From an optimization exercise on the open Yosys and OpenROAD flow, aimed at small area; shortcuts taken in it are not production practice. In this exercise RTL edits were held to simulation tests only and were not proved equivalent to the original. No driver is modelled on the clock port, so clocking that relies on it looks cheaper here than on a real chip. Power figures rest on the tool's default switching activity, not on a simulated workload.

Setup of run A:
## hk_top
module hk_top (
    input  logic                      clk_i,
    input  logic                      rst_i,
    input  logic                      cyc_i,
    input  logic                      stb_i,
    input  logic                      we_i,
    input  logic [hk_pkg::ADR_W-1:0]  adr_i,
    input  logic [31:0]               dat_i,
    output logic                      ack_o,
    output logic [31:0]               dat_o,
    input  logic                      sys_clk_i,
    input  logic                      gtp_clk_i,
    input  logic                      rx_clk_i,
    input  logic                      rx_clk_x2_i,
    input  logic                      clk200_i,
    output logic [hk_pkg::CTRL_W-1:0] ctrl_o
);
    logic ph1;
    logic serial_bit;
    logic [hk_pkg::NUM_CLOCKS*hk_pkg::MON_RES_W-1:0] res;
    logic [hk_pkg::NUM_CLOCKS-1:0] alive;
    logic [2:0] ch;
    hk_bus_decode u_decode (
        .clk_i (clk_i),
        .rst_i (rst_i),
        .cyc_i (cyc_i),
        .stb_i (stb_i),
        .ph1_o (ph1),
        .ack_o (ack_o)
    );
  ...
export LEC_CHECK = 0
export CAP_MARGIN = 20
export CORE_MARGIN = 2
export CORE_UTILIZATION = 75
export PLACE_DENSITY = 0.85
export SLEW_MARGIN = 20
create_clock -name core_clock -period 10.0 [get_ports {clk_i}]
standard.sh (not shown) runs the stock make flow with config.mk's settings and CLKGATE_MAP_FILE= SYNTH_SCRIPT=/design/flow/synth_recipe.tcl, a recipe that flattens the netlist after the stock synthesis.
==> flow/flow/run.sh <==
#!/bin/bash
# Standard layout with: an area-oriented ABC script and no separate adder
# mapping in synthesis (registers are untouched), a small port buffer, and a
# lighter clock tree.
set -euo pipefail
W=$PWD
export MY_ABC_SCRIPT=$W/flow/area.abc
export MY_ABC_DIR=$W/abc_tries
export MY_ABC_SEEDS="1 2 3 4 5 6"
export BUFFER_PORTS_ARGS="-buffer_cell sky130_fd_sc_hd__buf_1"
export POST_CTS_TCL=$W/flow/post_cts.tcl
export SKIP_REPAIR_TIE_FANOUT=1
export CTS_ARGS="-root_buf sky130_fd_sc_hd__clkbuf_8 -buf_list sky130_fd_sc_hd__clkbuf_4 -sink_clustering_enable -sink_clustering_size 30 -sink_clustering_max_diameter 80 -dont_use_dummy_load"
{ head -n 1 synth_recipe.tcl; cat flow/abc_override.tcl; tail -n +2 synth_recipe.tcl; } > my_synth.tcl
bash standard.sh SYNTH_SCRIPT=$W/my_synth.tcl ADDER_MAP_FILE= finish > standard.log 2>&1
==> flow/flow/abc_override.tcl <==
# Map with an area-oriented ABC script (flow/area.abc) instead of the speed
# one. The script's synthesis is randomised by a seed (@SEED@), so it runs once
# per seed in MY_ABC_SEEDS and the smallest mapping is kept (multi-start).
proc abc {args} {
  set i [lsearch -exact $args -script]
  set l [lsearch -exact $args -liberty]
  if { $i < 0 || $l < 0 } {
    yosys abc {*}$args
    return
  }
  set lib [lindex $args [expr {$l + 1}]]
  set dir $::env(MY_ABC_DIR)
  file mkdir $dir
  set fh [open $::env(MY_ABC_SCRIPT) r]
  set template [read $fh]
  close $fh
  yosys design -save pre_abc
  set best_area 1e18
  set best_seed -1
  foreach seed $::env(MY_ABC_SEEDS) {
    yosys design -load pre_abc
    set script $dir/area_$seed.abc
    set fh [open $script w]
    puts $fh [string map [list @SEED@ $seed] $template]
    close $fh
    lset args [expr {$i + 1}] $script
    yosys abc {*}$args
    yosys tee -q -o $dir/stat_$seed.txt stat -liberty $lib
    set fh [open $dir/stat_$seed.txt r]
    set stat [read $fh]
    close $fh
    if { [regexp {Chip area for module '[^']*': ([0-9.eE+]+)} $stat -> area] } {
      puts "abc seed $seed area $area"
      if { $area < $best_area } {
        set best_area $area
        set best_seed $seed
        yosys design -save best_abc
      }
    }
  }
  if { $best_seed < 0 } {
    error "no ABC mapping succeeded"
  }
  yosys design -load best_abc
  puts "abc kept seed $best_seed area $best_area"
}
==> flow/flow/area.abc <==
strash; &get -n; &deepsyn -T 20 -S @SEED@; &put; &get -n; &dch -f; &nf -R 1000 -p; &put; strash; &get -n; &deepsyn -T 20 -S @SEED@; &put; &get -n; &dch -f; &nf -R 1000 -p; &put
==> flow/flow/post_cts.tcl <==
set_propagated_clock [all_clocks]
estimate_parasitics -placement
set upsized 0
foreach inst [get_cells -filter "ref_name == sky130_fd_sc_hd__clkbuf_4"] {
  set out [get_pins -of_objects $inst -filter "direction == output"]
  set net [get_nets -of_objects $out]
  set worst 0.0
  foreach p [get_pins -of_objects $net -filter "direction == input"] {
    foreach s [list [get_property $p slew_max_rise] [get_property $p slew_max_fall]] {
      if { $s > $worst } { set worst $s }
    }
  }
  if { $worst > 0.105 } {
    replace_cell $inst sky130_fd_sc_hd__clkbuf_8
    incr upsized
    puts "post_cts: upsized [get_full_name $inst] (estimated sink slew $worst ns)"
  }
}
puts "post_cts: upsized $upsized clock leaf buffers"
if { $upsized > 0 } {
  detailed_placement
  check_placement -verbose
}

# Area recovery: setup slack is large, so let the resizer downsize cells off
# the clock tree (repair_design after global routing restores any slew or
# capacitance limit this breaks)
estimate_parasitics -placement
set_dont_touch [get_cells -filter "ref_name =~ sky130_fd_sc_hd__clkbuf*"]
repair_timing -recover_power 100
unset_dont_touch [get_cells -filter "ref_name =~ sky130_fd_sc_hd__clkbuf*"]
detailed_placement
The inputs of run B differ from those of run A as listed below.
Settings: CELL_PAD_IN_SITES_GLOBAL_PLACEMENT: unset -> 0; PLACE_DENSITY: 0.85 -> 0.92; CORE_UTILIZATION: 75 -> 85; CELL_PAD_IN_SITES_DETAIL_PLACEMENT: unset -> 0.
==> flow/flow/post_cts.tcl <==
set upsized 0
foreach inst [get_cells -filter "ref_name == sky130_fd_sc_hd__clkbuf_4"] {
  set out [get_pins -of_objects $inst -filter "direction == output"]
  set net [get_nets -of_objects $out]
  set fo [llength [get_pins -of_objects $net -filter "direction == input"]]
  if { $fo >= 11 } {
    replace_cell $inst sky130_fd_sc_hd__clkbuf_8
    incr upsized
  }
}
puts "post_cts: upsized $upsized clock leaf buffers"
if { $upsized > 0 } {
  detailed_placement
  check_placement -verbose
}
==> comparison <==
Run B: it failed with a tool error in 3_3_place_gp, so there are no final results.
From run A to run B, share of the synthesized area in compound gates (AO/OA/AOI/OAI) did not move at all.
Run A -> run B: xor/xnor cell area share of the yosys netlist delta 0, exact match
[compare] base=run A new=run B: number of flops mapped to enable cells by yosys now sits at about the same level; starting utilization of the core area has increased; standard-cell row count now sits lower.
Run B -> run A: netlist area before placement delta 0, exact match
Across both runs, die height was lower for run B than for run A.
Diff run B..run A | number of standard cells after synthesis | unchanged
There was hardly any difference in sequential-to-total area share from yosys stat between run A and run B.
Simple-gate portion of the synthesized area: run B vs run A identical
Run B vs run A on floorplan die width: run B is the lower one.
The inputs of run C differ from those of run B as listed below.
Settings: swapping 85 for 75 in CORE_UTILIZATION; swapping 0.92 for 0.85 in PLACE_DENSITY; clearing CELL_PAD_IN_SITES_GLOBAL_PLACEMENT, which used to be 0; clearing CELL_PAD_IN_SITES_DETAIL_PLACEMENT, which used to be 0.
diff --git a/flow/flow/run.sh b/flow/flow/run.sh
--- a/flow/flow/run.sh
+++ b/flow/flow/run.sh
@@ -7,5 +7,5 @@
 export MY_ABC_SCRIPT=$W/flow/area.abc
 export MY_ABC_DIR=$W/abc_tries
-export MY_ABC_SEEDS="1 2 3 4 5 6"
+export MY_ABC_SEEDS="1 2 3 4 5 6 7 8 9 10"
 export BUFFER_PORTS_ARGS="-buffer_cell sky130_fd_sc_hd__buf_1"
 export POST_CTS_TCL=$W/flow/post_cts.tcl
==> flow/flow/post_cts.tcl <==
set_propagated_clock [all_clocks]
estimate_parasitics -placement
set upsized 0
foreach inst [get_cells -filter "ref_name == sky130_fd_sc_hd__clkbuf_4"] {
  set out [get_pins -of_objects $inst -filter "direction == output"]
  set net [get_nets -of_objects $out]
  set worst 0.0
  foreach p [get_pins -of_objects $net -filter "direction == input"] {
    foreach s [list [get_property $p slew_max_rise] [get_property $p slew_max_fall]] {
      if { $s > $worst } { set worst $s }
    }
  }
  if { $worst > 0.105 } {
    replace_cell $inst sky130_fd_sc_hd__clkbuf_8
    incr upsized
    puts "post_cts: upsized [get_full_name $inst] (estimated sink slew $worst ns)"
  }
}
puts "post_cts: upsized $upsized clock leaf buffers"
if { $upsized > 0 } {
  detailed_placement
  check_placement -verbose
}
### Flow results
- Run C ended with every stage complete and zero timing, DRC or antenna violations.
- Diff run B -> run C: number of port buffers about even, chip width higher, number of library cell types mapped by synthesis held, effective utilization at floorplan shows a reduction of 11 points.
- Summary: with run B as the reference, height of the die in run C moved up by a few percent.
- Changes observed in run C relative to run B: standard-cell row count increased 2; number of enable flip-flop cells after synthesis essentially unchanged.
Edits applied to the flow inputs when going from run C to run D:
Settings: CORE_UTILIZATION changed from 75 to 40; PLACE_DENSITY removed (was 0.85).
diff --git a/flow/flow/run.sh b/flow/flow/run.sh
--- a/flow/flow/run.sh
+++ b/flow/flow/run.sh
@@ -6,9 +6,6 @@
 W=$PWD
 export MY_ABC_SCRIPT=$W/flow/area.abc
-export MY_ABC_DIR=$W/abc_tries
-export MY_ABC_SEEDS="1 2 3 4 5 6 7 8 9 10"
 export BUFFER_PORTS_ARGS="-buffer_cell sky130_fd_sc_hd__buf_1"
 export POST_CTS_TCL=$W/flow/post_cts.tcl
-export SKIP_REPAIR_TIE_FANOUT=1
 export CTS_ARGS="-root_buf sky130_fd_sc_hd__clkbuf_8 -buf_list sky130_fd_sc_hd__clkbuf_4 -sink_clustering_enable -sink_clustering_size 30 -sink_clustering_max_diameter 80 -dont_use_dummy_load"
 { head -n 1 synth_recipe.tcl; cat flow/abc_override.tcl; tail -n +2 synth_recipe.tcl; } > my_synth.tcl
==> flow/flow/abc_override.tcl <==
# Map with an area-oriented ABC script (flow/area.abc) instead of the speed one
proc abc {args} {
  set i [lsearch -exact $args -script]
  if { $i >= 0 } { lset args [expr {$i + 1}] $::env(MY_ABC_SCRIPT) }
  yosys abc {*}$args
}
==> flow/flow/area.abc <==
strash; &get -n; &deepsyn -T 20; &put; &get -n; &dch -f; &nf -R 1000 -p; &put
==> flow/flow/post_cts.tcl <==
set upsized 0
foreach inst [get_cells -filter "ref_name == sky130_fd_sc_hd__clkbuf_4"] {
  set out [get_pins -of_objects $inst -filter "direction == output"]
  set net [get_nets -of_objects $out]
  set fo [llength [get_pins -of_objects $net -filter "direction == input"]]
  if { $fo >= 11 } {
    replace_cell $inst sky130_fd_sc_hd__clkbuf_8
    incr upsized
  }
}
puts "post_cts: upsized $upsized clock leaf buffers"
if { $upsized > 0 } {
  detailed_placement
  check_placement -verbose
}
### Flow results
Total of plain and repair buffers excluding clock buffers, run C and run D, higher one = run C. Cmp run D vs run C: share of cells above drive strength 1 lower in run D. As of run D, power density over the cells had fallen by a few percent compared to run C. Delta (run D minus run C): worst hold slack across all endpoints lost 0.0054 ns; worst setup slack picked up an extra 0.038 ns; die height picked up an extra 36%. In the route summary, run D ends up with a via count below that of run C. Of run C and run D, the run reporting the lower largest incremental delay on the critical path was run D. Run D: maximum number of pins on one net before global-route repair lower than run C. The hold violation count in the final report of run D and that of run C are within noise of each other.

==> port drivers added, routing unchanged <==
Ports are ideal in the flow. The routed layouts listed here were re-timed in OpenROAD. Step 1 assumes that a clkbuf_16 drives the clock port and a buf_2 every other input. Step 2 also shifts input and output timing later by t, the mid clock arrival at the registers, as if the neighbouring blocks saw the same clock. Three values: ideal ports, drivers, drivers and shift; two values: the first two.
run	t (ns)	setup slack, ns	latest minus earliest clock arrival (ns)	cell pins on the clock port's net
run A	0.450	3.779 / 3.757 / 3.757	0.032 / 0.032	1
run C	0.452	3.810 / 3.788 / 3.788	0.035 / 0.035	1
run D	0.454	3.848 / 3.818 / 3.818	0.033 / 0.033	1
After both steps every run listed still meets setup and hold. The setup slack of run D, which loses most, moves by -0.030 ns with the drivers and by -0.030 ns with both steps.
